From an optimization exercise on the open Yosys and OpenROAD flow, aimed at small area, a short achievable clock period and few clock cycles per item; shortcuts taken in it are not production practice. Function was not checked in any run shown here: the RTL went through the layout flow alone.

## flow/design.v (module list and top-level ports; edited modules follow where they fit)
// module fp_mul_arbiter: 134 lines
// module mul24_csn: 1596 lines
// module fa_cell: 4 lines
// module ha_cell: 4 lines
// module hai_cell: 4 lines
module fp_mul_arbiter #(
   parameter int unsigned CALC_CYCLES = 1
) (
   input  logic        clk,
   input  logic        rst,
   input  logic        req0_valid,
   input  logic        req1_valid,
   output logic        req0_ready,
   output logic        req1_ready,
   input  logic [31:0] req0_a,
   input  logic [31:0] req0_b,
   input  logic [31:0] req1_a,
   input  logic [31:0] req1_b,
   output logic        rsp_valid,
   input  logic        rsp_ready,
   output logic        rsp_id,
   output logic [31:0] rsp_data,
   output logic        busy
);
  // ...
==> flow/run.sh <==
#!/bin/bash
# synth_recipe.tcl (not shown) runs the flow's synth.tcl, then flattens the netlist and writes it again
# the make line also repeats each setting of config.mk as NAME=value (left out here)
make -C /OpenROAD-flow-scripts/flow DESIGN_CONFIG=/design/flow/config.mk WORK_HOME=/design/flow/orfs CLKGATE_MAP_FILE= SYNTH_SCRIPT=/design/flow/synth_recipe.tcl finish
==> flow/config.mk <==
export PLATFORM = sky130hd
export DESIGN_NAME = fp_mul_arbiter
export DESIGN_NICKNAME = fp_mul_arbiter
export VERILOG_FILES = /design/flow/design.v
export SDC_FILE = /design/flow/constraint.sdc
export NUM_CORES = 4
export LEC_CHECK = 0
export CAP_MARGIN = 20
export CORE_MARGIN = 2
export CORE_UTILIZATION = 40
export SETUP_SLACK_MARGIN = 5
export SLEW_MARGIN = 20
export SYNTH_HIERARCHICAL = 1
==> flow/constraint.sdc <==
create_clock -name core_clock -period 11.0 [get_ports {clk}]
set_input_delay 2.2000 -clock core_clock [delete_from_list [all_inputs] [get_ports {clk}]]
set_output_delay 2.2000 -clock core_clock [all_outputs]
set_load 0.01 [all_outputs]
==> notes.md, run 1 <==
- Summing the areas of all fa, ha and maj instances in the mapped netlist gives between 40% and 50% of the synthesized area.
- Port Buffer Count: ~170
* Initial core utilization: between 40% and 50%
* Endpoint of the worst hold path: idr_q$_DFFE_PN_
- Count of yosys warnings during synthesis: 7
- Fraction of synthesis flops using an asynchronous set or reset pin: 0%
- Detailed router's first-iteration violation count: 1,492
* Relative area change from synthesis to final layout: 9.82%
* Antenna violations before repair: 0
- The flow ran to the end and the layout has no timing, DRC or antenna violations.
* HPWL after detailed placement: slightly below 50 mm
* Post-layout worst setup margin: roughly 5.2 ns
- Summing the areas of all compound-gate instances in the mapped netlist gives just over 7% of the synthesized area.
- Among all cell classes, the greatest summed area belongs to multi-input combinational cells.
- Post-cts repair resize count: 8
- Maximum achievable frequency: roughly 0.17 GHz
* Average footprint of a synthesized cell: between 9 and 10 µm²
* Maximum number of pins on one net before global-route repair: 68
- The detailed router used layers up to and including met4.
- Tracing the worst setup path back leads to its startpoint at rsp_ready.
- Counting the buffers created by CTS gives 17.
* Aggregate global routing overflow: 0
- Max-cap viol count: 0
* H-tree levels: 4
- The layer flagged by global routing as most heavily used is met2.
- Count of buffering cells on the critical path with inverters included: 2
* Drt via density: about 5.4
* Inverter count: 257
==> module fp_mul_arbiter, before the edit <==
module fp_mul_arbiter #(
   parameter int unsigned CALC_CYCLES = 1
) (
   input  logic        clk,
   input  logic        rst,
   input  logic        req0_valid,
   input  logic        req1_valid,
   output logic        req0_ready,
   output logic        req1_ready,
   input  logic [31:0] req0_a,
   input  logic [31:0] req0_b,
   input  logic [31:0] req1_a,
   input  logic [31:0] req1_b,
   output logic        rsp_valid,
   input  logic        rsp_ready,
   output logic        rsp_id,
   output logic [31:0] rsp_data,
   output logic        busy
);
   logic        ptr_q;
   logic        adv, grant1, acc;
   logic        va_q, ida_q;
   logic [31:0] a_q, b_q;
   logic        vb_q, idb_q, sgnb_q, nanb_q, infb_q, zerob_q;
   logic [25:0] sb_q, cb_q;   
   logic        cib_q;        
   logic        stb_q;        
   logic [9:0]  eb_q;         
   logic        vr_q, idr_q;
   logic [31:0] dr_q;
   assign adv        = ~(vr_q & ~rsp_ready);
   assign grant1     = req1_valid & (~req0_valid | ptr_q);
   assign req0_ready = ~rst & adv & ~(req1_valid & ptr_q);
   assign req1_ready = ~rst & adv & (ptr_q | ~req0_valid);
   assign acc        = ~rst & adv & (req0_valid | req1_valid);
   assign rsp_valid = vr_q;
   assign rsp_id    = idr_q;
   assign rsp_data  = dr_q;
   assign busy      = va_q | vb_q | vr_q;
   logic [7:0]  e1, e2;
   logic [22:0] f1, f2;
   logic        nan1, nan2, inf1, inf2, zero1, zero2;
   logic [47:0] cs_s, cs_c, cs_sn, cs_cn;
   logic [22:0] lo;
   logic [21:0] zx;
   assign e1    = a_q[30:23];
   assign e2    = b_q[30:23];
   assign f1    = a_q[22:0];
   assign f2    = b_q[22:0];
   assign nan1  = (e1 == 8'hFF) && (f1 != 23'd0);
   assign nan2  = (e2 == 8'hFF) && (f2 != 23'd0);
   assign inf1  = (e1 == 8'hFF) && (f1 == 23'd0);
   assign inf2  = (e2 == 8'hFF) && (f2 == 23'd0);
   assign zero1 = (e1 == 8'd0);
   assign zero2 = (e2 == 8'd0);
   mul24_csn u_mul (.x(f1), .y(f2), .sn(cs_sn), .cn(cs_cn));
   assign cs_s = ~cs_sn;
   assign cs_c = ~cs_cn;
   assign lo = {1'b0, cs_s[21:0]} + {1'b0, cs_c[21:0]};
   assign zx = (cs_s[21:0] ^ cs_c[21:0]) ^ {cs_s[20:0] | cs_c[20:0], 1'b0};
   logic [26:0]       pbx;
   logic [25:0]       pb;     
   logic              p47, rnd0, rnd1, ovf0, ovf1, huge, tiny;
   logic [22:0]       inc0, inc1, frac;
   logic [9:0]        ex0, ex1, ex2;
   logic [7:0]        expo;
   logic [31:0]       res;
   assign pbx  = {sb_q, 1'b1} + {cb_q, cib_q};
   assign pb   = pbx[26:1];
   assign p47  = pb[25];
   assign inc0 = pb[23:1] + 23'd1;
   assign inc1 = pb[24:2] + 23'd1;
   assign rnd0 = pb[0] & (stb_q | pb[1]);
   assign rnd1 = pb[1] & (stb_q | pb[0] | pb[2]);
   assign ovf0 = rnd0 & (&pb[24:1]);
   assign ovf1 = rnd1 & (&pb[24:2]);
   assign ex0  = eb_q;
   assign ex1  = eb_q + 10'd1;
   assign ex2  = eb_q + 10'd2;
   always_comb begin
      logic [9:0] ex;
      if (p47) begin
         frac = rnd1 ? inc1 : pb[24:2];
         ex   = ovf1 ? ex2 : ex1;
      end else begin
         frac = rnd0 ? inc0 : pb[23:1];
         ex   = ovf0 ? ex1 : ex0;
      end
      expo  = ex[7:0];
      huge   = ~ex[9] & (ex[8] | (&ex[7:0]));    
      tiny = ex[9] | (ex == 10'd0);           
      if (nanb_q) begin
         res = 32'h7FC0_0000;
      end else if (infb_q || huge) begin
         res = {sgnb_q, 8'hFF, 23'd0};
      end else if (zerob_q || tiny) begin
         res = {sgnb_q, 31'd0};
      end else begin
         res = {sgnb_q, expo, frac};
      end
   end
   always_ff @(posedge clk) begin
      if (rst) begin
         ptr_q <= 1'b0;
         va_q  <= 1'b0;
         vb_q  <= 1'b0;
         vr_q  <= 1'b0;
      end else if (adv) begin
         if (acc) ptr_q <= ~grant1;
         va_q <= acc;
         vb_q <= va_q;
         vr_q <= vb_q;
      end
   end
   always_ff @(posedge clk) begin
      if (adv) begin
         ida_q   <= grant1;
         a_q     <= grant1 ? req1_a : req0_a;
         b_q     <= grant1 ? req1_b : req0_b;
         idb_q   <= ida_q;
         sgnb_q  <= a_q[31] ^ b_q[31];
         nanb_q  <= nan1 | nan2 | (inf1 & zero2) | (zero1 & inf2);
         infb_q  <= inf1 | inf2;
         zerob_q <= zero1 | zero2;
         eb_q    <= {2'b00, e1} + {2'b00, e2} - 10'd127;
         sb_q    <= cs_s[47:22];
         cb_q    <= cs_c[47:22];
         cib_q   <= lo[22];
         stb_q   <= |zx;
         idr_q   <= idb_q;
         dr_q    <= res;
      end
   end
endmodule
==> inputs of run 2 (changes only) <==
--- a/flow/design.v
+++ b/flow/design.v
@@ -14,94 +14,99 @@
    output logic        rsp_valid,
    input  logic        rsp_ready,
    output logic        rsp_id,
    output logic [31:0] rsp_data,
    output logic        busy
 );
    logic        ptr_q;
    logic        adv, grant1, acc;
-   logic        va_q, ida_q;
-   logic [31:0] a_q, b_q;
+   logic        va_q, ida_q, sga_q;
+   logic [30:0] a_q, b_q;
    logic        vb_q, idb_q, sgnb_q, nanb_q, infb_q, zerob_q;
-   logic [25:0] sb_q, cb_q;   
-   logic        cib_q;        
-   logic        stb_q;        
-   logic [9:0]  eb_q;         
+   logic [25:0] sbn_q, cbn_q;  
+   logic        cib_q;         
+   logic        stb_q;         
+   logic [8:0]  esb_q;         
    logic        vr_q, idr_q;
    logic [31:0] dr_q;
    assign adv        = ~(vr_q & ~rsp_ready);
    assign grant1     = req1_valid & (~req0_valid | ptr_q);
    assign req0_ready = ~rst & adv & ~(req1_valid & ptr_q);
    assign req1_ready = ~rst & adv & (ptr_q | ~req0_valid);
    assign acc        = ~rst & adv & (req0_valid | req1_valid);
    assign rsp_valid = vr_q;
    assign rsp_id    = idr_q;
    assign rsp_data  = dr_q;
    assign busy      = va_q | vb_q | vr_q;
    logic [7:0]  e1, e2;
    logic [22:0] f1, f2;
    logic        nan1, nan2, inf1, inf2, zero1, zero2;
-   logic [47:0] cs_s, cs_c, cs_sn, cs_cn;
-   logic [22:0] lo;
-   logic [21:0] zx;
+   logic [47:0] cs_sn, cs_cn;
+   logic [23:0] lo;
+   logic [23:0] za, zb;
+   logic        low_zero;
    assign e1    = a_q[30:23];
    assign e2    = b_q[30:23];
    assign f1    = a_q[22:0];
    assign f2    = b_q[22:0];
    assign nan1  = (e1 == 8'hFF) && (f1 != 23'd0);
    assign nan2  = (e2 == 8'hFF) && (f2 != 23'd0);
    assign inf1  = (e1 == 8'hFF) && (f1 == 23'd0);
    assign inf2  = (e2 == 8'hFF) && (f2 == 23'd0);
    assign zero1 = (e1 == 8'd0);
    assign zero2 = (e2 == 8'd0);
    mul24_csn u_mul (.x(f1), .y(f2), .sn(cs_sn), .cn(cs_cn));
-   assign cs_s = ~cs_sn;
-   assign cs_c = ~cs_cn;
-   assign lo = {1'b0, cs_s[21:0]} + {1'b0, cs_c[21:0]};
-   assign zx = (cs_s[21:0] ^ cs_c[21:0]) ^ {cs_s[20:0] | cs_c[20:0], 1'b0};
+   assign lo = {cs_sn[21:0], 1'b1} + {cs_cn[21:0], 1'b1};
+   always_comb begin
+      za[0] = 1'b1;
+      zb[0] = 1'b1;
+      for (int k = 1; k < 24; k++) begin
+         za[k] = za[k-1] & ~f1[k-1];
+         zb[k] = zb[k-1] & ~f2[k-1];
+      end
+      low_zero = 1'b0;
+      for (int k = 0; k <= 22; k++) low_zero = low_zero | (za[k] & zb[22-k]);
+   end
    logic [26:0]       pbx;
    logic [25:0]       pb;     
    logic              p47, rnd0, rnd1, ovf0, ovf1, huge, tiny;
    logic [22:0]       inc0, inc1, frac;
-   logic [9:0]        ex0, ex1, ex2;
-   logic [7:0]        expo;
+   logic [9:0]        ex0, ex1, ex2, ex;
    logic [31:0]       res;
-   assign pbx  = {sb_q, 1'b1} + {cb_q, cib_q};
-   assign pb   = pbx[26:1];
+   assign pbx  = {sbn_q, 1'b1} + {cbn_q, ~cib_q};
+   assign pb   = ~pbx[26:1];
    assign p47  = pb[25];
    assign inc0 = pb[23:1] + 23'd1;
    assign inc1 = pb[24:2] + 23'd1;
    assign rnd0 = pb[0] & (stb_q | pb[1]);
    assign rnd1 = pb[1] & (stb_q | pb[0] | pb[2]);
    assign ovf0 = rnd0 & (&pb[24:1]);
    assign ovf1 = rnd1 & (&pb[24:2]);
-   assign ex0  = eb_q;
-   assign ex1  = eb_q + 10'd1;
-   assign ex2  = eb_q + 10'd2;
+   assign ex0  = {1'b0, esb_q} - 10'd127;
+   assign ex1  = {1'b0, esb_q} - 10'd126;
+   assign ex2  = {1'b0, esb_q} - 10'd125;
    always_comb begin
-      logic [9:0] ex;
       if (p47) begin
          frac = rnd1 ? inc1 : pb[24:2];
          ex   = ovf1 ? ex2 : ex1;
       end else begin
          frac = rnd0 ? inc0 : pb[23:1];
          ex   = ovf0 ? ex1 : ex0;
       end
-      expo  = ex[7:0];
-      huge   = ~ex[9] & (ex[8] | (&ex[7:0]));    
-      tiny = ex[9] | (ex == 10'd0);           
+      huge = ~ex[9] & (ex[8] | (&ex[7:0]));    
+      tiny = ex[9] | (ex == 10'd0);            
       if (nanb_q) begin
          res = 32'h7FC0_0000;
       end else if (infb_q || huge) begin
          res = {sgnb_q, 8'hFF, 23'd0};
       end else if (zerob_q || tiny) begin
          res = {sgnb_q, 31'd0};
       end else begin
-         res = {sgnb_q, expo, frac};
+         res = {sgnb_q, ex[7:0], frac};
       end
    end
    always_ff @(posedge clk) begin
       if (rst) begin
          ptr_q <= 1'b0;
          va_q  <= 1'b0;
          vb_q  <= 1'b0;
          vr_q  <= 1'b0;
@@ -110,28 +115,29 @@
          va_q <= acc;
          vb_q <= va_q;
          vr_q <= vb_q;
       end
    end
    always_ff @(posedge clk) begin
       if (adv) begin
          ida_q   <= grant1;
-         a_q     <= grant1 ? req1_a : req0_a;
-         b_q     <= grant1 ? req1_b : req0_b;
+         sga_q   <= grant1 ? (req1_a[31] ^ req1_b[31]) : (req0_a[31] ^ req0_b[31]);
+         a_q     <= grant1 ? req1_a[30:0] : req0_a[30:0];
+         b_q     <= grant1 ? req1_b[30:0] : req0_b[30:0];
          idb_q   <= ida_q;
-         sgnb_q  <= a_q[31] ^ b_q[31];
+         sgnb_q  <= sga_q;
          nanb_q  <= nan1 | nan2 | (inf1 & zero2) | (zero1 & inf2);
          infb_q  <= inf1 | inf2;
          zerob_q <= zero1 | zero2;
-         eb_q    <= {2'b00, e1} + {2'b00, e2} - 10'd127;
-         sb_q    <= cs_s[47:22];
-         cb_q    <= cs_c[47:22];
-         cib_q   <= lo[22];
-         stb_q   <= |zx;
+         esb_q   <= {1'b0, e1} + {1'b0, e2};
+         sbn_q   <= cs_sn[47:22];
+         cbn_q   <= cs_cn[47:22];
+         cib_q   <= ~lo[23];
+         stb_q   <= ~low_zero;
          idr_q   <= idb_q;
          dr_q    <= res;
       end
    end
 endmodule
 module mul24_csn (
    input  logic [22:0] x,
    input  logic [22:0] y,
@@ -709,87 +715,95 @@
    wire w568 = ~(x[16]);
    wire w569 = ~(x[17]);
    wire w570 = ~(x[18]);
    wire w571 = ~(x[19]);
    wire w572 = ~(x[20]);
    wire w573 = ~(x[21]);
    wire w574 = ~(x[22]);
    logic w575, w576;
-   hai_cell h577 (.a(w2), .b(w25), .s(w575), .co(w576));
+   xnor_cell hx577 (.a(w2), .b(w25), .y(w575));
+   or_cell ho577 (.a(w2), .b(w25), .y(w576));
    logic w577, w578;
    fa_cell f579 (.a(w3), .b(w26), .c(w49), .s(w577), .co(w578));
    logic w579, w580;
-   hai_cell h581 (.a(w72), .b(w576), .s(w579), .co(w580));
+   xnor_cell hx581 (.a(w72), .b(w576), .y(w579));
+   or_cell ho581 (.a(w72), .b(w576), .y(w580));
    logic w581, w582;
    fa_cell f583 (.a(w4), .b(w27), .c(w50), .s(w581), .co(w582));
    logic w583, w584;
    fa_cell f585 (.a(w73), .b(w96), .c(w578), .s(w583), .co(w584));
    logic w585, w586;
-   hai_cell h587 (.a(w580), .b(w581), .s(w585), .co(w586));
+   xnor_cell hx587 (.a(w580), .b(w581), .y(w585));
+   or_cell ho587 (.a(w580), .b(w581), .y(w586));
    logic w587, w588;
    fa_cell f589 (.a(w5), .b(w28), .c(w51), .s(w587), .co(w588));
    logic w589, w590;
    fa_cell f591 (.a(w74), .b(w97), .c(w120), .s(w589), .co(w590));
    logic w591, w592;
    fa_cell f593 (.a(w582), .b(w587), .c(w589), .s(w591), .co(w592));
    logic w593, w594;
-   hai_cell h595 (.a(w586), .b(w584), .s(w593), .co(w594));
+   xnor_cell hx595 (.a(w586), .b(w584), .y(w593));
+   or_cell ho595 (.a(w586), .b(w584), .y(w594));
    logic w595, w596;
    fa_cell f597 (.a(w6), .b(w29), .c(w52), .s(w595), .co(w596));
    logic w597, w598;
    fa_cell f599 (.a(w75), .b(w98), .c(w121), .s(w597), .co(w598));
    logic w599, w600;
    fa_cell f601 (.a(w144), .b(w588), .c(w590), .s(w599), .co(w600));
    logic w601, w602;
    fa_cell f603 (.a(w595), .b(w597), .c(w592), .s(w601), .co(w602));
    logic w603, w604;
-   hai_cell h605 (.a(w599), .b(w594), .s(w603), .co(w604));
+   xnor_cell hx605 (.a(w599), .b(w594), .y(w603));
+   or_cell ho605 (.a(w599), .b(w594), .y(w604));
    logic w605, w606;
    fa_cell f607 (.a(w7), .b(w30), .c(w53), .s(w605), .co(w606));
    logic w607, w608;
    fa_cell f609 (.a(w76), .b(w99), .c(w122), .s(w607), .co(w608));
    logic w609, w610;
    fa_cell f611 (.a(w145), .b(w168), .c(w596), .s(w609), .co(w610));
    logic w611, w612;
    fa_cell f613 (.a(w598), .b(w605), .c(w607), .s(w611), .co(w612));
    logic w613, w614;
    fa_cell f615 (.a(w600), .b(w609), .c(w611), .s(w613), .co(w614));
    logic w615, w616;
-   hai_cell h617 (.a(w602), .b(w604), .s(w615), .co(w616));
+   xnor_cell hx617 (.a(w602), .b(w604), .y(w615));
+   or_cell ho617 (.a(w602), .b(w604), .y(w616));
    logic w617, w618;
    fa_cell f619 (.a(w8), .b(w31), .c(w54), .s(w617), .co(w618));
    logic w619, w620;
    fa_cell f621 (.a(w77), .b(w100), .c(w123), .s(w619), .co(w620));
    logic w621, w622;
    fa_cell f623 (.a(w146), .b(w169), .c(w192), .s(w621), .co(w622));
    logic w623, w624;
    fa_cell f625 (.a(w606), .b(w608), .c(w617), .s(w623), .co(w624));
    logic w625, w626;
    fa_cell f627 (.a(w619), .b(w621), .c(w610), .s(w625), .co(w626));
    logic w627, w628;
    fa_cell f629 (.a(w612), .b(w623), .c(w625), .s(w627), .co(w628));
    logic w629, w630;
-   hai_cell h631 (.a(w614), .b(w616), .s(w629), .co(w630));
+   xnor_cell hx631 (.a(w614), .b(w616), .y(w629));
+   or_cell ho631 (.a(w614), .b(w616), .y(w630));
    logic w631, w632;
    fa_cell f633 (.a(w9), .b(w32), .c(w55), .s(w631), .co(w632));
    logic w633, w634;
    fa_cell f635 (.a(w78), .b(w101), .c(w124), .s(w633), .co(w634));
    logic w635, w636;
    fa_cell f637 (.a(w147), .b(w170), .c(w193), .s(w635), .co(w636));
    logic w637, w638;
    fa_cell f639 (.a(w216), .b(w618), .c(w620), .s(w637), .co(w638));
    logic w639, w640;
    fa_cell f641 (.a(w622), .b(w631), .c(w633), .s(w639), .co(w640));
    logic w641, w642;
    fa_cell f643 (.a(w635), .b(w624), .c(w637), .s(w641), .co(w642));
    logic w643, w644;
    fa_cell f645 (.a(w639), .b(w626), .c(w641), .s(w643), .co(w644));
    logic w645, w646;
-   hai_cell h647 (.a(w628), .b(w630), .s(w645), .co(w646));
+   xnor_cell hx647 (.a(w628), .b(w630), .y(w645));
+   or_cell ho647 (.a(w628), .b(w630), .y(w646));
    logic w647, w648;
    fa_cell f649 (.a(w10), .b(w33), .c(w56), .s(w647), .co(w648));
    logic w649, w650;
    fa_cell f651 (.a(w79), .b(w102), .c(w125), .s(w649), .co(w650));
    logic w651, w652;
    fa_cell f653 (.a(w148), .b(w171), .c(w194), .s(w651), .co(w652));
    logic w653, w654;
    fa_cell f655 (.a(w217), .b(w240), .c(w632), .s(w653), .co(w654));
@@ -797,17 +811,18 @@
    fa_cell f657 (.a(w634), .b(w636), .c(w647), .s(w655), .co(w656));
    logic w657, w658;
    fa_cell f659 (.a(w649), .b(w651), .c(w638), .s(w657), .co(w658));
    logic w659, w660;
    fa_cell f661 (.a(w640), .b(w653), .c(w655), .s(w659), .co(w660));
    logic w661, w662;
    fa_cell f663 (.a(w642), .b(w657), .c(w659), .s(w661), .co(w662));
    logic w663, w664;
-   hai_cell h665 (.a(w644), .b(w661), .s(w663), .co(w664));
+   xnor_cell hx665 (.a(w644), .b(w661), .y(w663));
+   or_cell ho665 (.a(w644), .b(w661), .y(w664));
    logic w665, w666;
    fa_cell f667 (.a(w11), .b(w34), .c(w57), .s(w665), .co(w666));
    logic w667, w668;
    fa_cell f669 (.a(w80), .b(w103), .c(w126), .s(w667), .co(w668));
    logic w669, w670;
    fa_cell f671 (.a(w149), .b(w172), .c(w195), .s(w669), .co(w670));
    logic w671, w672;
    fa_cell f673 (.a(w218), .b(w241), .c(w264), .s(w671), .co(w672));
@@ -817,17 +832,18 @@
    fa_cell f677 (.a(w665), .b(w667), .c(w669), .s(w675), .co(w676));
    logic w677, w678;
    fa_cell f679 (.a(w671), .b(w654), .c(w656), .s(w677), .co(w678));
    logic w679, w680;
    fa_cell f681 (.a(w673), .b(w675), .c(w658), .s(w679), .co(w680));
    logic w681, w682;
    fa_cell f683 (.a(w660), .b(w677), .c(w679), .s(w681), .co(w682));
    logic w683, w684;
-   hai_cell h685 (.a(w662), .b(w664), .s(w683), .co(w684));
+   xnor_cell hx685 (.a(w662), .b(w664), .y(w683));
+   or_cell ho685 (.a(w662), .b(w664), .y(w684));
    logic w685, w686;
    fa_cell f687 (.a(w12), .b(w35), .c(w58), .s(w685), .co(w686));
    logic w687, w688;
    fa_cell f689 (.a(w81), .b(w104), .c(w127), .s(w687), .co(w688));
    logic w689, w690;
    fa_cell f691 (.a(w150), .b(w173), .c(w196), .s(w689), .co(w690));
    logic w691, w692;
    fa_cell f693 (.a(w219), .b(w242), .c(w265), .s(w691), .co(w692));
@@ -839,17 +855,18 @@
    fa_cell f699 (.a(w687), .b(w689), .c(w691), .s(w697), .co(w698));
    logic w699, w700;
    fa_cell f701 (.a(w674), .b(w676), .c(w693), .s(w699), .co(w700));
    logic w701, w702;
    fa_cell f703 (.a(w695), .b(w697), .c(w678), .s(w701), .co(w702));
    logic w703, w704;
    fa_cell f705 (.a(w699), .b(w680), .c(w701), .s(w703), .co(w704));
    logic w705, w706;
-   hai_cell h707 (.a(w682), .b(w703), .s(w705), .co(w706));
+   xnor_cell hx707 (.a(w682), .b(w703), .y(w705));
+   or_cell ho707 (.a(w682), .b(w703), .y(w706));
    logic w707, w708;
    fa_cell f709 (.a(w13), .b(w36), .c(w59), .s(w707), .co(w708));
    logic w709, w710;
    fa_cell f711 (.a(w82), .b(w105), .c(w128), .s(w709), .co(w710));
    logic w711, w712;
    fa_cell f713 (.a(w151), .b(w174), .c(w197), .s(w711), .co(w712));
    logic w713, w714;
    fa_cell f715 (.a(w220), .b(w243), .c(w266), .s(w713), .co(w714));
@@ -863,17 +880,18 @@
    fa_cell f723 (.a(w713), .b(w694), .c(w696), .s(w721), .co(w722));
    logic w723, w724;
    fa_cell f725 (.a(w698), .b(w715), .c(w717), .s(w723), .co(w724));
    logic w725, w726;
    fa_cell f727 (.a(w719), .b(w700), .c(w721), .s(w725), .co(w726));
    logic w727, w728;
    fa_cell f729 (.a(w723), .b(w702), .c(w725), .s(w727), .co(w728));
    logic w729, w730;
-   hai_cell h731 (.a(w704), .b(w727), .s(w729), .co(w730));
+   xnor_cell hx731 (.a(w704), .b(w727), .y(w729));
+   or_cell ho731 (.a(w704), .b(w727), .y(w730));
    logic w731, w732;
    fa_cell f733 (.a(w14), .b(w37), .c(w60), .s(w731), .co(w732));
    logic w733, w734;
    fa_cell f735 (.a(w83), .b(w106), .c(w129), .s(w733), .co(w734));
    logic w735, w736;
    fa_cell f737 (.a(w152), .b(w175), .c(w198), .s(w735), .co(w736));
    logic w737, w738;
    fa_cell f739 (.a(w221), .b(w244), .c(w267), .s(w737), .co(w738));
@@ -889,17 +907,18 @@
    fa_cell f749 (.a(w716), .b(w718), .c(w720), .s(w747), .co(w748));
    logic w749, w750;
    fa_cell f751 (.a(w741), .b(w743), .c(w745), .s(w749), .co(w750));
    logic w751, w752;
    fa_cell f753 (.a(w722), .b(w724), .c(w747), .s(w751), .co(w752));
    logic w753, w754;
    fa_cell f755 (.a(w749), .b(w726), .c(w751), .s(w753), .co(w754));
    logic w755, w756;
-   hai_cell h757 (.a(w728), .b(w753), .s(w755), .co(w756));
+   xnor_cell hx757 (.a(w728), .b(w753), .y(w755));
+   or_cell ho757 (.a(w728), .b(w753), .y(w756));
    logic w757, w758;
    fa_cell f759 (.a(w15), .b(w38), .c(w61), .s(w757), .co(w758));
    logic w759, w760;
    fa_cell f761 (.a(w84), .b(w107), .c(w130), .s(w759), .co(w760));
    logic w761, w762;
    fa_cell f763 (.a(w153), .b(w176), .c(w199), .s(w761), .co(w762));
    logic w763, w764;
    fa_cell f765 (.a(w222), .b(w245), .c(w268), .s(w763), .co(w764));
@@ -917,17 +936,18 @@
    fa_cell f777 (.a(w744), .b(w746), .c(w767), .s(w775), .co(w776));
    logic w777, w778;
    fa_cell f779 (.a(w769), .b(w771), .c(w748), .s(w777), .co(w778));
    logic w779, w780;
    fa_cell f781 (.a(w773), .b(w750), .c(w775), .s(w779), .co(w780));
    logic w781, w782;
    fa_cell f783 (.a(w777), .b(w752), .c(w779), .s(w781), .co(w782));
    logic w783, w784;
-   hai_cell h785 (.a(w754), .b(w781), .s(w783), .co(w784));
+   xnor_cell hx785 (.a(w754), .b(w781), .y(w783));
+   or_cell ho785 (.a(w754), .b(w781), .y(w784));
    logic w785, w786;
    fa_cell f787 (.a(w16), .b(w39), .c(w62), .s(w785), .co(w786));
    logic w787, w788;
    fa_cell f789 (.a(w85), .b(w108), .c(w131), .s(w787), .co(w788));
    logic w789, w790;
    fa_cell f791 (.a(w154), .b(w177), .c(w200), .s(w789), .co(w790));
    logic w791, w792;
    fa_cell f793 (.a(w223), .b(w246), .c(w269), .s(w791), .co(w792));
@@ -947,17 +967,18 @@
    fa_cell f807 (.a(w795), .b(w797), .c(w799), .s(w805), .co(w806));
    logic w807, w808;
    fa_cell f809 (.a(w801), .b(w774), .c(w776), .s(w807), .co(w808));
    logic w809, w810;
    fa_cell f811 (.a(w803), .b(w805), .c(w778), .s(w809), .co(w810));
    logic w811, w812;
    fa_cell f813 (.a(w807), .b(w780), .c(w809), .s(w811), .co(w812));
    logic w813, w814;
-   hai_cell h815 (.a(w782), .b(w784), .s(w813), .co(w814));
+   xnor_cell hx815 (.a(w782), .b(w784), .y(w813));
+   or_cell ho815 (.a(w782), .b(w784), .y(w814));
    logic w815, w816;
    fa_cell f817 (.a(w17), .b(w40), .c(w63), .s(w815), .co(w816));
    logic w817, w818;
    fa_cell f819 (.a(w86), .b(w109), .c(w132), .s(w817), .co(w818));
    logic w819, w820;
    fa_cell f821 (.a(w155), .b(w178), .c(w201), .s(w819), .co(w820));
    logic w821, w822;
    fa_cell f823 (.a(w224), .b(w247), .c(w270), .s(w821), .co(w822));
@@ -979,17 +1000,18 @@
    fa_cell f839 (.a(w827), .b(w829), .c(w831), .s(w837), .co(w838));
    logic w839, w840;
    fa_cell f841 (.a(w804), .b(w833), .c(w806), .s(w839), .co(w840));
    logic w841, w842;
    fa_cell f843 (.a(w835), .b(w837), .c(w808), .s(w841), .co(w842));
    logic w843, w844;
    fa_cell f845 (.a(w839), .b(w810), .c(w841), .s(w843), .co(w844));
    logic w845, w846;
-   hai_cell h847 (.a(w812), .b(w843), .s(w845), .co(w846));
+   xnor_cell hx847 (.a(w812), .b(w843), .y(w845));
+   or_cell ho847 (.a(w812), .b(w843), .y(w846));
    logic w847, w848;
    fa_cell f849 (.a(w18), .b(w41), .c(w64), .s(w847), .co(w848));
    logic w849, w850;
    fa_cell f851 (.a(w87), .b(w110), .c(w133), .s(w849), .co(w850));
    logic w851, w852;
    fa_cell f853 (.a(w156), .b(w179), .c(w202), .s(w851), .co(w852));
    logic w853, w854;
    fa_cell f855 (.a(w225), .b(w248), .c(w271), .s(w853), .co(w854));
@@ -1013,17 +1035,18 @@
    fa_cell f873 (.a(w863), .b(w865), .c(w834), .s(w871), .co(w872));
    logic w873, w874;
    fa_cell f875 (.a(w836), .b(w838), .c(w867), .s(w873), .co(w874));
    logic w875, w876;
    fa_cell f877 (.a(w869), .b(w871), .c(w840), .s(w875), .co(w876));
    logic w877, w878;
    fa_cell f879 (.a(w873), .b(w842), .c(w875), .s(w877), .co(w878));
    logic w879, w880;
-   hai_cell h881 (.a(w844), .b(w877), .s(w879), .co(w880));
+   xnor_cell hx881 (.a(w844), .b(w877), .y(w879));
+   or_cell ho881 (.a(w844), .b(w877), .y(w880));
    logic w881, w882;
    fa_cell f883 (.a(w19), .b(w42), .c(w65), .s(w881), .co(w882));
    logic w883, w884;
    fa_cell f885 (.a(w88), .b(w111), .c(w134), .s(w883), .co(w884));
    logic w885, w886;
    fa_cell f887 (.a(w157), .b(w180), .c(w203), .s(w885), .co(w886));
    logic w887, w888;
    fa_cell f889 (.a(w226), .b(w249), .c(w272), .s(w887), .co(w888));
@@ -1049,17 +1072,18 @@
    fa_cell f909 (.a(w899), .b(w868), .c(w870), .s(w907), .co(w908));
    logic w909, w910;
    fa_cell f911 (.a(w901), .b(w903), .c(w905), .s(w909), .co(w910));
    logic w911, w912;
    fa_cell f913 (.a(w872), .b(w907), .c(w874), .s(w911), .co(w912));
    logic w913, w914;
    fa_cell f915 (.a(w909), .b(w876), .c(w911), .s(w913), .co(w914));
    logic w915, w916;
-   hai_cell h917 (.a(w878), .b(w913), .s(w915), .co(w916));
+   xnor_cell hx917 (.a(w878), .b(w913), .y(w915));
+   or_cell ho917 (.a(w878), .b(w913), .y(w916));
    logic w917, w918;
    fa_cell f919 (.a(w20), .b(w43), .c(w66), .s(w917), .co(w918));
    logic w919, w920;
    fa_cell f921 (.a(w89), .b(w112), .c(w135), .s(w919), .co(w920));
    logic w921, w922;
    fa_cell f923 (.a(w158), .b(w181), .c(w204), .s(w921), .co(w922));
    logic w923, w924;
    fa_cell f925 (.a(w227), .b(w250), .c(w273), .s(w923), .co(w924));
@@ -1087,17 +1111,18 @@
    fa_cell f947 (.a(w902), .b(w904), .c(w939), .s(w945), .co(w946));
    logic w947, w948;
    fa_cell f949 (.a(w906), .b(w941), .c(w943), .s(w947), .co(w948));
    logic w949, w950;
    fa_cell f951 (.a(w908), .b(w945), .c(w910), .s(w949), .co(w950));
    logic w951, w952;
    fa_cell f953 (.a(w947), .b(w912), .c(w949), .s(w951), .co(w952));
    logic w953, w954;
-   hai_cell h955 (.a(w914), .b(w951), .s(w953), .co(w954));
+   xnor_cell hx955 (.a(w914), .b(w951), .y(w953));
+   or_cell ho955 (.a(w914), .b(w951), .y(w954));
    logic w955, w956;
    fa_cell f957 (.a(w21), .b(w44), .c(w67), .s(w955), .co(w956));
    logic w957, w958;
    fa_cell f959 (.a(w90), .b(w113), .c(w136), .s(w957), .co(w958));
    logic w959, w960;
    fa_cell f961 (.a(w159), .b(w182), .c(w205), .s(w959), .co(w960));
    logic w961, w962;
    fa_cell f963 (.a(w228), .b(w251), .c(w274), .s(w961), .co(w962));
@@ -1127,17 +1152,18 @@
    fa_cell f987 (.a(w940), .b(w942), .c(w944), .s(w985), .co(w986));
    logic w987, w988;
    fa_cell f989 (.a(w979), .b(w981), .c(w983), .s(w987), .co(w988));
    logic w989, w990;
    fa_cell f991 (.a(w946), .b(w985), .c(w948), .s(w989), .co(w990));
    logic w991, w992;
    fa_cell f993 (.a(w987), .b(w950), .c(w989), .s(w991), .co(w992));
    logic w993, w994;
-   hai_cell h995 (.a(w952), .b(w991), .s(w993), .co(w994));
+   xnor_cell hx995 (.a(w952), .b(w991), .y(w993));
+   or_cell ho995 (.a(w952), .b(w991), .y(w994));
    logic w995, w996;
    fa_cell f997 (.a(w22), .b(w45), .c(w68), .s(w995), .co(w996));
    logic w997, w998;
    fa_cell f999 (.a(w91), .b(w114), .c(w137), .s(w997), .co(w998));
    logic w999, w1000;
    fa_cell f1001 (.a(w160), .b(w183), .c(w206), .s(w999), .co(w1000));
    logic w1001, w1002;
    fa_cell f1003 (.a(w229), .b(w252), .c(w275), .s(w1001), .co(w1002));
@@ -1169,17 +1195,18 @@
    fa_cell f1029 (.a(w982), .b(w1019), .c(w984), .s(w1027), .co(w1028));
    logic w1029, w1030;
    fa_cell f1031 (.a(w1021), .b(w1023), .c(w986), .s(w1029), .co(w1030));
    logic w1031, w1032;
    fa_cell f1033 (.a(w1025), .b(w1027), .c(w988), .s(w1031), .co(w1032));
    logic w1033, w1034;
    fa_cell f1035 (.a(w1029), .b(w990), .c(w1031), .s(w1033), .co(w1034));
    logic w1035, w1036;
-   hai_cell h1037 (.a(w992), .b(w1033), .s(w1035), .co(w1036));
+   xnor_cell hx1037 (.a(w992), .b(w1033), .y(w1035));
+   or_cell ho1037 (.a(w992), .b(w1033), .y(w1036));
    logic w1037, w1038;
    fa_cell f1039 (.a(w23), .b(w552), .c(w46), .s(w1037), .co(w1038));
    logic w1039, w1040;
    fa_cell f1041 (.a(w69), .b(w92), .c(w115), .s(w1039), .co(w1040));
    logic w1041, w1042;
    fa_cell f1043 (.a(w138), .b(w161), .c(w184), .s(w1041), .co(w1042));
    logic w1043, w1044;
    fa_cell f1045 (.a(w207), .b(w230), .c(w253), .s(w1043), .co(w1044));
@@ -1213,17 +1240,18 @@
    fa_cell f1073 (.a(w1024), .b(w1063), .c(w1065), .s(w1071), .co(w1072));
    logic w1073, w1074;
    fa_cell f1075 (.a(w1067), .b(w1026), .c(w1028), .s(w1073), .co(w1074));
    logic w1075, w1076;
    fa_cell f1077 (.a(w1069), .b(w1071), .c(w1030), .s(w1075), .co(w1076));
    logic w1077, w1078;
    fa_cell f1079 (.a(w1073), .b(w1032), .c(w1075), .s(w1077), .co(w1078));
    logic w1079, w1080;
-   hai_cell h1081 (.a(w1034), .b(w1036), .s(w1079), .co(w1080));
+   xnor_cell hx1081 (.a(w1034), .b(w1036), .y(w1079));
+   or_cell ho1081 (.a(w1034), .b(w1036), .y(w1080));
    logic w1081, w1082;
    fa_cell f1083 (.a(w47), .b(w553), .c(w70), .s(w1081), .co(w1082));
    logic w1083, w1084;
    fa_cell f1085 (.a(w93), .b(w116), .c(w139), .s(w1083), .co(w1084));
    logic w1085, w1086;
    fa_cell f1087 (.a(w162), .b(w185), .c(w208), .s(w1085), .co(w1086));
    logic w1087, w1088;
    fa_cell f1089 (.a(w231), .b(w254), .c(w277), .s(w1087), .co(w1088));
@@ -1257,17 +1285,18 @@
    fa_cell f1117 (.a(w1068), .b(w1107), .c(w1109), .s(w1115), .co(w1116));
    logic w1117, w1118;
    fa_cell f1119 (.a(w1111), .b(w1070), .c(w1113), .s(w1117), .co(w1118));
    logic w1119, w1120;
    fa_cell f1121 (.a(w1072), .b(w1115), .c(w1074), .s(w1119), .co(w1120));
    logic w1121, w1122;
    fa_cell f1123 (.a(w1117), .b(w1076), .c(w1119), .s(w1121), .co(w1122));
    logic w1123, w1124;
-   hai_cell h1125 (.a(w1078), .b(w1121), .s(w1123), .co(w1124));
+   xnor_cell hx1125 (.a(w1078), .b(w1121), .y(w1123));
+   or_cell ho1125 (.a(w1078), .b(w1121), .y(w1124));
    logic w1125, w1126;
    fa_cell f1127 (.a(w71), .b(w554), .c(w94), .s(w1125), .co(w1126));
    logic w1127, w1128;
    fa_cell f1129 (.a(w117), .b(w140), .c(w163), .s(w1127), .co(w1128));
    logic w1129, w1130;
    fa_cell f1131 (.a(w186), .b(w209), .c(w232), .s(w1129), .co(w1130));
    logic w1131, w1132;
    fa_cell f1133 (.a(w255), .b(w278), .c(w301), .s(w1131), .co(w1132));
@@ -1723,20 +1752,29 @@
    fa_cell f1583 (.a(w527), .b(w573), .c(w550), .s(w1581), .co(w1582));
    logic w1583, w1584;
    fa_cell f1585 (.a(w1576), .b(w1581), .c(w1578), .s(w1583), .co(w1584));
    logic w1585, w1586;
    fa_cell f1587 (.a(w551), .b(w574), .c(w1582), .s(w1585), .co(w1586));
    assign sn = {1'b1, 1'b0, w1585, w1583, w1579, w1573, w1556, w1544, w1543, w1529, w1496, w1476, w1454, w1430, w1404, w1403, w1346, w1314, w1280, w1244, w1206, w1205, w1124, w1080, w1077, w994, w954, w916, w880, w846, w814, w811, w756, w730, w706, w684, w681, w646, w643, w627, w613, w601, w591, w585, w577, w48, w1, w0};
    assign cn = {1'b1, w1586, w1584, w1580, w1574, w1566, w1565, w1555, w1530, w1514, w1513, w1495, w1475, w1453, w1429, w1376, w1375, w1345, w1313, w1279, w1243, w1166, w1165, w1123, w1079, w1035, w993, w953, w915, w879, w845, w813, w783, w755, w729, w705, w683, w663, w645, w629, w615, w603, w593, w583, w579, w575, w24, 1'b1};
 endmodule
+module bsel_cell (input logic one, input logic two, input logic neg, input logic a, input logic b,
+                  output logic pn);
+   assign pn = ~(((one & a) | (two & b)) ^ neg);
+endmodule
+module bsel1_cell (input logic one, input logic two, input logic a, input logic b, output logic pn);
+   assign pn = (one & a) | (two & b);
+endmodule
 module fa_cell (input logic a, input logic b, input logic c, output logic s, output logic co);
    assign s  = a ^ b ^ c;
    assign co = (a & b) | (a & c) | (b & c);
 endmodule
 module ha_cell (input logic a, input logic b, output logic s, output logic co);
    assign s  = a ^ b;
    assign co = a & b;
 endmodule
-module hai_cell (input logic a, input logic b, output logic s, output logic co);
-   assign s  = ~(a ^ b);
-   assign co = a | b;
+module xnor_cell (input logic a, input logic b, output logic y);
+   assign y = ~(a ^ b);
+endmodule
+module or_cell (input logic a, input logic b, output logic y);
+   assign y = a | b;
 endmodule
==> flow/flow/run.sh (new file) <==
#!/bin/bash
set -euo pipefail
bash standard.sh "BUFFER_PORTS_ARGS=-buffer_cell sky130_fd_sc_hd__buf_1" finish > make.log 2>&1
==> flow/standard.sh (new file) <==
#!/bin/bash
# synth_recipe.tcl (not shown) runs the flow's synth.tcl, then flattens the netlist and writes it again
# the make line also repeats each setting of config.mk as NAME=value (left out here)
make -C /OpenROAD-flow-scripts/flow DESIGN_CONFIG=/design/flow/config.mk WORK_HOME=/design/flow/orfs CLKGATE_MAP_FILE= SYNTH_SCRIPT=/design/flow/synth_recipe.tcl "${@:-finish}"
removed: flow/run.sh
==> run 2 against run 1 <==
Largest cell class unchanged. Clock-buffer cell count unchanged. Via count down 1.6%. Critical path depth up 14. Highest routed layer unchanged. Utilization down 2.4 points. Sequential cell count down 2. Clock skew down 0.0020 ns.
==> notes.md, run 2 <==
* Run status: timing/DRC/antenna clean
* Count of final setup violators: 0
- The final-report max-slew violation count is 0.
- The total area inside the core boundary comes to 61,900 µm².
- HPWL after detailed placement: 48.9 mm (-1.5%)
- The die is ~250 µm tall.
- Standard-cell row count: around 90
- Fraction of synthesis flops using an asynchronous set or reset pin: 0% (unchanged)
* Most flop-heavy register: dr_q
* Number of storage elements in the synthesis netlist: around 170
- Pre-Repair DR Iteration Count: 5
- Max-cap viol count: 0 (unchanged)
- CP max FO: 31
- Total clock buffers created by CTS: 17 (unchanged)
- Tightest Hold Check Type: register to register
- The library cell used most frequently in the layout, excluding fill and tap cells, is nand2_1.
- Vias post-DR: ~18,000
- Maximum buffer depth of the clock tree: 2
- Top post-synthesis cells by area: fa_1 (39%), edfxtp_1 (20%), nand2_1 (12%)
- Hold slack final: 0.423 ns
- Maximum number of pins on one net before global-route repair: 72 (+5.9%)
- At the pin with the least slew margin, the transition time is between 0.9 and 1 ns.
* Weighted congestion reported at the end of routability-driven placement: between 0.9 and 1
* Relative area change from synthesis to final layout: 2.98%
- Setup TNS: 0 ns
- The cell sitting at the root of the clock tree is a clkbuf_16.
- First-pass GRT wire length: ~110 mm
- Area share of the largest cell type after synthesis: 38.6%
- Setup repair after global routing left no endpoint under its margin.
- The mean instance size in the synthesized netlist was 10.3 µm² (+2.7%).
* Number of enable flip-flop cells after synthesis: 165
- The effective utilization at floorplan was 40.6% (+0.32 points).
- H-tree levels: 4 (unchanged)
- Most frequent cell after synthesis: nand2_1
- Worst Path Required: roughly 11 ns
- In this run the remaining antenna-violating nets after routing total 0.
- The number of synthesis warnings came to 7 (unchanged).
- Clock-pin slew was measured on the worst setup and hold paths at roughly 0.07 ns.
- # IOs: 170
- The worst setup path is launched from a register.
* Post-synth top area cell: fa_1
* Post-synth top flop: edfxtp_1
- Critical path start-end classification: register to register
- The floorplan step set the die width to 255 µm.
- Setup Skew: roughly 0.016 ns
- Storage cell area: approximately 5000 µm²
* Maximum achievable frequency: 0.176 GHz (+2.9%)
* Antenna violations before repair: 1 (+1)
- After detailed routing, the average wire length per cell comes to 20.9 µm.
- Fraction of layout instances using a drive strength above 1: under 10%
- Number of sinks driven by the clock tree: around 170
* Hold-fix buffers at CTS: 0
- Aggregate global routing overflow: 0 (unchanged)
- Post-Route WL: roughly 69 mm
- After synthesis, the netlist uses between 80 and 90 different library cells.
* Register area share after synthesis: 20.0%
- The worst pin sits at a relative slew slack of 35.9%.
* Gate Count Post-Synth: 2,446
- TritonCTS clock tree: done
- Nets: around 3,100
- At the worst endpoint, the arrival time is around 5.9 ns.
- Drt via density: 5.57 (+3.9%)
- Category of the worst setup path capture point: register
* List of most frequent post-synthesis cells: nand2_1 (784), fa_1 (485), edfxtp_1 (165)
- In the final layout, the multi-input gates occupy around 18,000 µm².
- The register with the most flip-flops in the layout has 32 of them.
- The number of buffers added on ports is 169 (unchanged).
- The die covers roughly 65,000 µm².
* # diodes: 0
* Number of filler cells placed in the layout: roughly 6,000
- All-layer global routing usage: between 20% and 30%
* Largest regs: dr_q (32), a_q (31), b_q (31)
* Clk Latency, worst-skew pair: about 0.45 ns
* Final period utilization: about half
- Residual DRC count: 0
- Summing every instance area after synthesis gives approximately 25,000 µm².
- Highest-count cells in the layout ignoring fill and taps: nand2_1 (784), fa_1 (485), buf_1 (169), edfxtp_1 (165), nor2_1 (73)
- Vias in the first global route: 19,822
- After layout, the minimum clock period comes to around 5.7 ns.
- The DRC violation total after the first TritonRoute iteration is 1,590 (+6.6%).
* Final Hold Viols: 0
run 2: critical path: stages (launching register included):
cell	delay, ns
edfxtp_1	0.42
ha_1	0.33
nor2b_1	0.13
o21ai_0	0.16
or3b_2	0.53
nand2_1	0.21
ha_1	0.18
nand2_1	0.09
a2111oi_2	0.56
nand3_1	0.37
nor3_1	0.29
and4_1	0.28
nand3_2	0.14
mux2_2	0.31
a21o_1	0.19
or4b_4	0.55
o31ai_4	0.24
buf_6	0.29
a2111oi_0	0.12
run 2: routing by layer:
metal	wire length (µm)	share of wire (%)	up-vias	GRT usage [%]
met5	0	0	-	0
met4	1880	2.7	0	7.64
met3	6190	9.0	154	4.99
met2	32200	47	977	34.6
met1	28700	42	9322	29.4
li1	-	-	7934	-
run 2: repair_timing:
action | in CTS | in global routing
buffers inserted | 0 | 2
resized for setup | 0 | 4
setup endpoints to repair | 0 | 32
run 2: per-module statistics from Yosys, one instance, submodules excluded:
module	flops+latches	cells inside	cell area (µm²)	copies in the design
fa_cell	0	1	20.0	483
fp_mul_arbiter	169	1152	11200	1
mul24_csn	0	765	3920	1
or_cell	0	1	6.26	23
xnor_cell	0	1	8.76	23
run 2: kinds of logic (layout without fill, tap and decap cells):
kind of cell	Yosys count	after routing	synth area share, %
flops	169	169	20.0
simple gates	1065	1065	18.1
compound gates	256	256	7.51
other cells	2	4	0.0299
xor+xnor	93	93	3.27
fa+ha+maj	545	545	41.6
buf+inv	304	322	8.91
mux	12	12	0.498
run 2: per-stage QoR:
step	area [µm²]	std cells	setup WS, ns	utilization, %
2_1_floorplan	25100	2448	5.45	-
5_1_grt	25900	3303	5.03	41.8
6_report	25900	3303	5.33	41.8
4_1_cts	25800	3300	5.10	41.7
3_5_place_dp	25200	3268	5.15	40.8
3_3_place_gp	25200	3268	5.24	40.8
run 2: layout make-up:
| type | instances | area share [%] |
|---|---|---|
| Multi-Input combinational cell | 1975 | 69.2 |
| Sequential cell | 169 | 19.5 |
| Timing Repair Buffer | 223 | 4.11 |
| Tap cell | 837 | 4.05 |
| Clock buffer | 19 | 1.67 |
| Inverter | 67 | 0.986 |
| Clock inverter | 13 | 0.498 |
run 2: path summary, 6_finish.rpt:
path	slack [ns]	end	cells past startpoint	from
worst max-delay path	5.33	dr_q[21]$_SDFFCE_PP0N_	18	sbn_q[0]$_DFFE_PN_
worst min-delay path	0.42	idb_q$_DFFE_PN_	0	ida_q$_DFFE_PN_
worst max register to register	5.33	dr_q[21]$_SDFFCE_PP0N_	18	sbn_q[0]$_DFFE_PN_
worst min register to register	0.42	idb_q$_DFFE_PN_	0	ida_q$_DFFE_PN_
==> inputs of run 3 (changes only) <==
==> flow/flow/run.sh (replaced) <==
#!/bin/bash
set -euo pipefail
bash standard.sh "BUFFER_PORTS_ARGS=-buffer_cell sky130_fd_sc_hd__buf_1" SETUP_SLACK_MARGIN=5.5 finish > make.log 2>&1
==> run 3 against run 2 <==
Still clean on timing, DRC and antenna. Sequential share of layout area decreased by 0.23 points. Synthesized area unchanged. Design area up 1.2%. Register-to-register slack gained 0.35 ns. Clock-buffer cell count decreased by 2. Hold slack worse by 0.00065 ns. Maximum frequency grew 6.7%. Clock skew down 0.0026 ns. Synthesized cell count unchanged. Setup slack better by 0.35 ns. Largest cell class unchanged. Highest routed layer unchanged.
==> notes.md, run 3 <==
* Storage cell area: 5030 µm² (unchanged)
* Maximum achievable frequency: 0.188 GHz (+6.7%)
* Tightest Hold Check Type: register to register
- Library cell used as clock root buffer: clkbuf_16
- The unique cell type count in the Yosys netlist was 88 (unchanged).
* Count of final setup violators: 0 (unchanged)
- For this design, the slowest cell found on the critical path is fa_1.
- In this run the critical register-to-register path is launched from a_q[6]$_DFFE_PN_.
- Top post-synthesis cells by area: fa_1 (39%), edfxtp_1 (20%), nand2_1 (12%)
- STA classifies the critical path endpoint as a register.
* Flip-flop count of the largest register after layout: 32 (unchanged)
- Tracing the worst setup path back leads to its startpoint at a_q[6]$_DFFE_PN_.
- Critical path start-end classification: register to register
- Average footprint of a synthesized cell: 10.3 µm² (unchanged)
- TritonCTS clock tree: done
- The final-report max-slew violation count was 0 (unchanged).
- The via count of the first global-routing pass was 19,637 (-0.93%).
- Most frequent cell after synthesis: nand2_1
- Initial core utilization: 40.6% (unchanged)
* Top cell by count, worst path: fa_1
- Post-synth top area cell: fa_1
* All-layer global routing usage: 22.0% (+0.23 points)
* Highest-count cells in the layout ignoring fill and taps: nand2_1 (784), fa_1 (485), buf_1 (169), edfxtp_1 (165), nor2_1 (72)
* Die height: 255 µm (unchanged)
- Standard-cell row count: 91 (unchanged)
- List of most frequent post-synthesis cells: nand2_1 (784), fa_1 (485), edfxtp_1 (165)
- Relative area change from synthesis to final layout: 4.22%
- Number of storage elements in the synthesis netlist: 169 (unchanged)
- H-tree levels: 4 (unchanged)
- Port Buffer Count: 169 (unchanged)
* Fin cells: 3,318 (+0.45%)
* Largest regs: dr_q (32), a_q (31), b_q (31)
- Maximum number of pins on one net before global-route repair: 66 (-8.3%)
- Setup Skew: 0.0138 ns (-0.00263 ns)
- Number of cells on the worst hold path: 0 (unchanged)
- Count of yosys warnings during synthesis: 7 (unchanged)
- The remaining routing DRC violations came to 0 (unchanged).
- Area share of the largest cell type after synthesis: 38.6% (unchanged)
- The signal on the critical path passes through buf_4 > nand2_1 > fa_1 > fa_1 > fa_1 > fa_1 > fa_1 > or2_1 > or2_1 > ha_1 > nor2b_1 > o21ai_0 > nand2b_1 > a21oi_1 > o31ai_1 > a21o_1 > a21oi_1.
* Nets: 3,146 (+0.48%)
* Post-Route WL: 69.5 mm (+0.84%)
* Register area share after synthesis: 20.0% (unchanged)
* Post-route minimum period: 5.31 ns (-0.354 ns)
- Setup TNS: 0 ns (unchanged)
* Fraction of layout instances using a drive strength above 1: 6.65% (+1.1 points)
* Worst Reg-to-Reg Cells: 17 (-1)
- The DRC violation total after the first TritonRoute iteration came to 1,452 (-8.7%).
- First-pass GRT wire length: 109 mm (+0.12%)
* Number of sinks driven by the clock tree: 169 (unchanged)
- Worst endpoint data arrival time: 5.63 ns (-0.22 ns)
* Pre-Repair DR Iteration Count: 5 (unchanged)
- The sum of overflow across all layers after global routing is 0 (unchanged).
- The worst slew margin relative to its limit is 32.7% (-3.1 points).
- # diodes: 0 (unchanged)
* Die outline area: 64,800 µm² (unchanged)
* Final Hold Viols: 0 (unchanged)
* Setup repair after global routing missed its margin: no
- The remaining antenna violation count was 0 (unchanged).
- In this run the most critical hold path is launched from sga_q$_DFFE_PN_.
- Horizontal die dimension: 255 µm (unchanged)
- Final period utilization: 48.3% (-3.2 points)
- The mean number of vias per cell came to 5.55 (-0.30%).
- Weighted congestion reported at the end of routability-driven placement: 0.900 (-0.62%)
- Number of filler cells placed in the layout: 5,914 (-1.9%)
- Leaving out fill and tap cells, the most frequent cell in the layout is nand2_1.
- Fraction of synthesis flops using an asynchronous set or reset pin: 0% (unchanged)
- Clk Latency, worst-skew pair: 0.47 ns (+0.02 ns)
- The required arrival time at the worst endpoint was 11.32 ns (+0.14 ns).
- Hold slack final: 0.422 ns (-0.000649 ns)
- The post-synthesis cell count is 2,446 (unchanged).
- Number of enable flip-flop cells after synthesis: 165 (unchanged)
- Post-synth top flop: edfxtp_1
* Vias post-DR: 18,415 (+0.15%)
- Multi-input gate area in the final layout: 18,000 µm² (+0.61%)
- The critical-path maximum fanout is 26 (-16%).
- Area of the placeable core: 61,900 µm² (unchanged)
* CTS clk-pin slew, worst paths: 0.07 ns (about the same)
- The max-capacitance violation count came to 0 (unchanged).
* Run status: timing/DRC/antenna clean
* Antenna violations before repair: 1 (unchanged)
* Most flop-heavy register: dr_q
- Sort of element at the start of the critical path: register
* # IOs: 170 (unchanged)
- The number of placed cells counting well taps came to 3,266 (-0.061%).
* Maximum buffer depth of the clock tree: 2 (unchanged)
- The maximum single-stage delay on the critical path is 0.56 ns (about the same).
* Detail-routed net length per standard cell: 21.0 µm (+0.38%)
- The post-synth design cell area came to 25,100 µm² (unchanged).
- The slew at the pin with the worst max-slew slack was 1.01 ns (+0.0472 ns).
- The number of buffers added by the clock tree synthesis step is 17 (unchanged).
- The placed wire-length estimate after detailed placement came to 48.7 mm (-0.53%).
run 3: cell count changes in the layout (fill, tap and decap cells not counted), moves of 2 or more:
cell	delta
buf_6	+15
a2111oi_0	-2
a311oi_1	-2
a311oi_2	+2
buf_4	-2
buf_8	+2
clkbuf_1	-2
clkinvlp_4	-2
nor4_4	+2
run 3: worst max-delay path, delay by kind of cell, from the launching register on:
kind	cells	cell delay [ns]
AND/OR/NAND/NOR	5	0.84
flip-flops	1	0.32
buffers and inverters	1	0.39
adder cells (fa/ha/maj)	6	2.83
AO/OA/AOI/OAI	5	0.79
run 3: worst paths after layout:
kind / to / slack [ns]
max reg2reg: cib_q$_DFFE_PN_ / 5.69
min reg2reg: sgnb_q$_DFFE_PN_ / 0.42
min: sgnb_q$_DFFE_PN_ / 0.42
max: cib_q$_DFFE_PN_ / 5.69
run 3: per-module statistics from Yosys (local to each module, per instance):
module          area (µm²)  copies in the design  flops+latches  cells inside
xnor_cell             8.76                    23              0             1
fp_mul_arbiter       11200                     1            169          1152
mul24_csn             3920                     1              0           765
or_cell               6.26                    23              0             1
fa_cell               20.0                   483              0             1
run 3: timing repair:
item,CTS,global route
pin swaps,0,2
hold buffers,0,0
setup buffers,3,17
gates resized for setup,5,37
endpoints found under the setup margin,32,32
run 3: per-stage QoR:
step	setup WS, ns	area, µm²	util (%)
finish	5.69	26200	42.3
global route	5.50	26200	42.3
CTS	5.53	25900	41.8
detailed placement	5.09	25200	40.7
global placement	5.15	25200	40.7
floorplan	5.63	25100	-
run 3: routing by layer:
metal  vias up  global-route usage, %  share of wire, %
met2      1000                   34.6                46
li1       7962                      -                 -
met3       145                   5.21               9.6
met4         0                   7.37               2.6
met5         -                      0                 0
met1      9308                   30.1                42
run 3: cell type report:
class	count	area share, %
Timing Repair Buffer	238	4.76
Sequential cell	169	19.2
Clock inverter	15	0.583
Inverter	67	0.975
Multi-Input combinational cell	1975	68.8
Tap cell	837	4.00
Clock buffer	17	1.62
run 3: cells by family after synthesis:
kind of cell | Yosys count | share of synthesized area (%)
muxes | 12 | 0.498
other | 2 | 0.0299
xor gates and xnor gates | 93 | 3.27
and+or+nand+nor | 1065 | 18.1
AOI/OAI and AO/OA | 256 | 7.51
buffers and inverters | 304 | 8.91
DFF | 169 | 20.0
adders and majority gates | 545 | 41.6
==> inputs of run 4 (changes only) <==
==> flow/flow/run.sh (replaced) <==
#!/bin/bash
set -euo pipefail
bash standard.sh "BUFFER_PORTS_ARGS=-buffer_cell sky130_fd_sc_hd__buf_1" SETUP_SLACK_MARGIN=6.0 finish > make.log 2>&1
==> run 4 against run 3 <==
Still clean. Wire length rose by 14%. First-iteration DRC count rose by 39%. Register-to-register slack improved by 0.24 ns. Die area did not move. Design area rose by 13%. Critical path depth fell by 2. Synthesized cell count did not move. Sequential share of layout area fell by 2.2 points. Critical path type unchanged. Largest cell class unchanged.
==> notes.md, run 4 <==
- Library cell used as clock root buffer: clkbuf_16
- The top-level port count was 170 (unchanged).
- The clock sink count came to 169 (unchanged).
- The count of TritonRoute iterations in the first routing pass was 9 (+4).
- Area share of the largest cell type after synthesis: 38.6% (unchanged)
* Horizontal die dimension: 255 µm (unchanged)
- The core occupancy in the finished layout came to 47.6% (+5.3 points).
- The critical-path maximum fanout was 4 (-85%).
- For this run, the leading register cell type out of synthesis is edfxtp_1.
- Maximum achievable frequency: 0.197 GHz (+4.8%)
- The required arrival time at the worst endpoint was 11.24 ns (-0.08 ns).
- The global routing usage summed across all routing layers is 24.3% (+2.3 points).
- Most flop-heavy register: dr_q
- H-tree levels: 4 (unchanged)
* Setup TNS: 0 ns (unchanged)
- The biggest area contributor in the post-synthesis netlist is fa_1.
- Distinct cells, synth: 88 (unchanged)
* Most frequent cell after synthesis: nand2_1
- Fraction of layout instances using a drive strength above 1: 17.0% (+10 points)
* Relative area change from synthesis to final layout: 17.4%
- Post-Route WL: 79.3 mm (+14%)
- Count of buffering cells on the critical path with inverters included: 2 (+1)
- The number of synthesis warnings came to 7 (unchanged).
- TritonCTS clock tree: done
- Standard-cell row count: 91 (unchanged)
- Area of the placeable core: 61,900 µm² (unchanged)
- Aggregate global routing overflow: 0 (unchanged)
* Sort of element at the start of the critical path: register
* Port Buffer Count: 169 (unchanged)
* Relative slew margins: 36.2% (+3.4 points)
- The insertion delay to the later sink of the worst-skew pair is 0.48 ns (about the same).
- Fraction of the mapped netlist area in compound gates: 7.51% (unchanged)
* Count of final setup violators: 0 (unchanged)
- Tightest Hold Check Type: register to register
* Weighted congestion reported at the end of routability-driven placement: 0.905 (+0.57%)
- Maximum buffer depth of the clock tree: 2 (unchanged)
* Detail-routed net length per standard cell: 22.7 µm (+8.4%)
- The largest net degree at the start of global routing came to 161 (+140%).
* Worst endpoint data arrival time: 5.31 ns (-0.32 ns)
- Setup repair after global routing could not meet its margin everywhere.
- Category of the worst setup path capture point: register
- Highest cell delay on the worst timing path: 0.54 ns (-0.02 ns)
- The slew at the pin with the worst max-slew slack is 0.956 ns (-0.0527 ns).
- Drt via density: 5.67 (+2.2%)
- The via count of the routed design is 19,814 (+7.6%).
- The DRC violation total after the first TritonRoute iteration was 2,022 (+39%).
* Die outline area: 64,800 µm² (unchanged)
- Antenna violations before repair: 3 (+2)
- Top cell by count, worst path: fa_1
* First-pass GRT wire length: 119 mm (+8.6%)
- The post-cts hold buffer count was 0 (unchanged).
- The XOR/XNOR share of the synthesized area was 3.27% (unchanged).
- The post-synthesis cell count was 2,446 (unchanged).
- The final count of hold timing violations is 0 (unchanged).
- Number of enable flip-flop cells after synthesis: 165 (unchanged)
- For this design, the slowest cell found on the critical path is fa_1.
- The largest registers in the layout are dr_q (32), a_q (31), b_q (31).
* Combined area of all synthesized cells: 25,100 µm² (unchanged)
- The largest clock skew in the final design came to 0.0146 ns (+0.000847 ns).
* Top post-synthesis cells by area: fa_1 (39%), edfxtp_1 (20%), nand2_1 (12%)
- The run finished with no timing, DRC or antenna violations.
- The number of buffers added by the clock tree synthesis step is 17 (unchanged).
- Critical path start-end classification: register to register
- The mean instance size in the synthesized netlist was 10.3 µm² (unchanged).
* Highest-count cells in the layout ignoring fill and taps: nand2_1 (775), fa_1 (448), edfxtp_1 (165), buf_1 (165), buf_4 (150)
- Number of storage elements in the synthesis netlist: 169 (unchanged)
- The clock-pin slew on the worst setup and hold paths was 0.08 ns (about the same).
- Vias in the first global route: 20,511 (+4.5%)
* Family with the most delay on the worst path: adder cells
- Residual DRC count: 0 (unchanged)
- Share of synthesized area spent on multiplexers: 0.498% (unchanged)
* Die height: 255 µm (unchanged)
* Fraction of synthesis flops using an asynchronous set or reset pin: 0% (unchanged)
- Post-route minimum period: 5.07 ns (-0.243 ns)
* HPWL after detailed placement: 48.7 mm (about the same)
* Synth Area in Adders: 41.6% (unchanged)
- The count of nets after finishing is 3,319 (+5.5%).
- The effective utilization at floorplan is 40.6% (unchanged).
* Number of nets still failing antenna checks after routing: 0 (unchanged)
- The number of flip-flops in the largest register was 32 (unchanged).
- The max-capacitance violation count is 0 (unchanged).
- Most common library cell in the layout ignoring fill and taps: nand2_1
- The post-synthesis share of cell area spent on and, or, nand and nor gates was 18.1% (unchanged).
- The part of the cycle the worst path needs was 46.1% (-2.2 points).
* Dominant combinational cell family by area after synthesis: adder cells
* List of most frequent post-synthesis cells: nand2_1 (784), fa_1 (485), edfxtp_1 (165)
- The portion of the post-synthesis area used by sequential elements came to 20.0% (unchanged).
- The final-report max-slew violation count came to 0 (unchanged).
* Cell-by-cell listing of the critical path: buf_4 > clkbuf_16 > nand2_1 > fa_1 > fa_1 > fa_1 > fa_1 > fa_1 > fa_1 > xnor2_1 > ha_1 > nand4_1 > o31ai_2 > a21o_1 > a21oi_2
==> run 4: cell count changes in the layout (fill, tap and decap cells not counted), sizes merged, moves of 2 or more <==
| cell | before | now |
|---|---|---|
| buf | 238 | 374 |
| clkbuf | 17 | 25 |
| diode | 0 | 2 |
| inv | 74 | 71 |
| bufbuf | 0 | 29 |
==> run 4: per-module statistics from Yosys (local to each module, per instance) <==
module	cells	flops+latches	area (µm²)	times used
mul24_csn	765	0	3920	1
xnor_cell	1	0	8.76	23
fp_mul_arbiter	1152	169	11200	1
fa_cell	1	0	20.0	483
or_cell	1	0	6.26	23
==> run 4: worst register-to-register path, stage by stage (launching register included) <==
cell       delay [ns]
edfxtp_1         0.44
buf_4            0.18
clkbuf_16        0.15
nand2_1          0.07
fa_1             0.44
fa_1             0.45
fa_1             0.41
fa_1             0.55
fa_1             0.45
fa_1             0.52
xnor2_1          0.17
ha_1             0.31
nand4_1          0.12
o31ai_2          0.31
a21o_1           0.20
a21oi_2          0.06
==> run 4: repair_timing <==
item / 4_1_cts / 5_1_grt
endpoints found under the setup margin: 41 / 37
setup buffers: 100 / 57
resized for setup: 147 / 134
pin swaps: 17 / 68
hold endpoints to repair: 0 / 0
gates cloned: 29 / 7
==> run 4: logic make-up (layout without fill, tap and decap cells) <==
| logic type | Yosys count | count (layout) |
|---|---|---|
| flops | 169 | 169 |
| simple gates | 1065 | 1065 |
| xor+xnor | 93 | 93 |
| fa+ha+maj | 545 | 545 |
| buf+inv | 304 | 510 |
| mux | 12 | 12 |
| compound gates | 256 | 256 |
| other cells | 2 | 6 |
==> run 4: final timing paths <==
path,slack (ns),start,cells after the start,endpoint
worst min register to register,0.43,sga_q$_DFFE_PN_,0,sgnb_q$_DFFE_PN_
worst max-delay path,5.93,b_q[10]$_DFFE_PN_,15,cib_q$_DFFE_PN_
worst min-delay path,0.43,sga_q$_DFFE_PN_,0,sgnb_q$_DFFE_PN_
worst max register to register,5.93,b_q[10]$_DFFE_PN_,15,cib_q$_DFFE_PN_
==> run 4: cell type report <==
cell class                      count  area [µm²]
Timing Repair Buffer              411        3870
Clock inverter                     15         183
Fill cell                        5580       32500
Tap cell                          837        1050
Inverter                           67         255
Antenna cell                        2        5.00
Sequential cell                   169        5030
Clock buffer                       17         425
Multi-Input combinational cell   1975       18700
==> run 4: metrics by stage <==
stage / setup WS, ns / cells / cell area, µm² / hold slack [ns]
finish: 5.93 / 3493 / 29500 / 0.427
global route: 5.82 / 3491 / 29500 / 0.451
CTS: 6.00 / 3427 / 28300 / 0.437
detailed placement: 5.07 / 3266 / 25200 / 0.406
global placement: 5.12 / 3266 / 25200 / 0.401
floorplan: 5.74 / 2448 / 25100 / 0.400
==> run 4: per-layer routing <==
layer  vias to the layer above  GRT usage [%]  wire [µm]
met2                      1303           37.0      35800
met4                         0           10.8       3340
met1                      9923           31.9      31200
met5                         -              0          0
li1                       8330              -          -
met3                       258           7.62       8990

afterwards: timing with drivers on the ports:
The flow's constraints put no driver on any port. The routed layouts listed below were extracted and timed again, unchanged, in two steps. Step 1 sets driving cells, clkbuf_16 on the clock port and buf_2 on the other inputs (assumed; they add their load-dependent delay and slew). Step 2 adds t to the input delays and takes it off the output delays; t is the mean of the earliest and latest rising clock arrival at the registers after step 1. Input paths then give back, and output paths get back, about the clock's delay inside the block. a / b / c = ideal ports / drivers / drivers and shift; a / b = the first two.
| run | t, ns | slack for setup (ns) | hold slack, ns | worst setup path at the end | slew at the worst register clock pin (ns) |
|---|---|---|---|---|---|
| run 1 | 0.532 | 5.167 / 5.134 / 5.134 | 0.414 / 0.414 / 0.414 | input to output | 0.08 / 0.08 |
| run 2 | 0.505 | 5.332 / 5.332 / 5.332 | 0.423 / 0.423 / 0.423 | register to register | 0.07 / 0.07 |
| run 3 | 0.523 | 5.686 / 5.686 / 5.686 | 0.422 / 0.422 / 0.422 | register to register | 0.07 / 0.07 |
| run 4 | 0.533 | 5.929 / 5.929 / 5.929 | 0.427 / 0.427 / 0.427 | register to register | 0.08 / 0.08 |
After both steps every run listed still meets setup and hold. For run 1, which loses most, drivers alone change the setup slack by -0.033 ns; drivers and shift together by -0.033 ns.
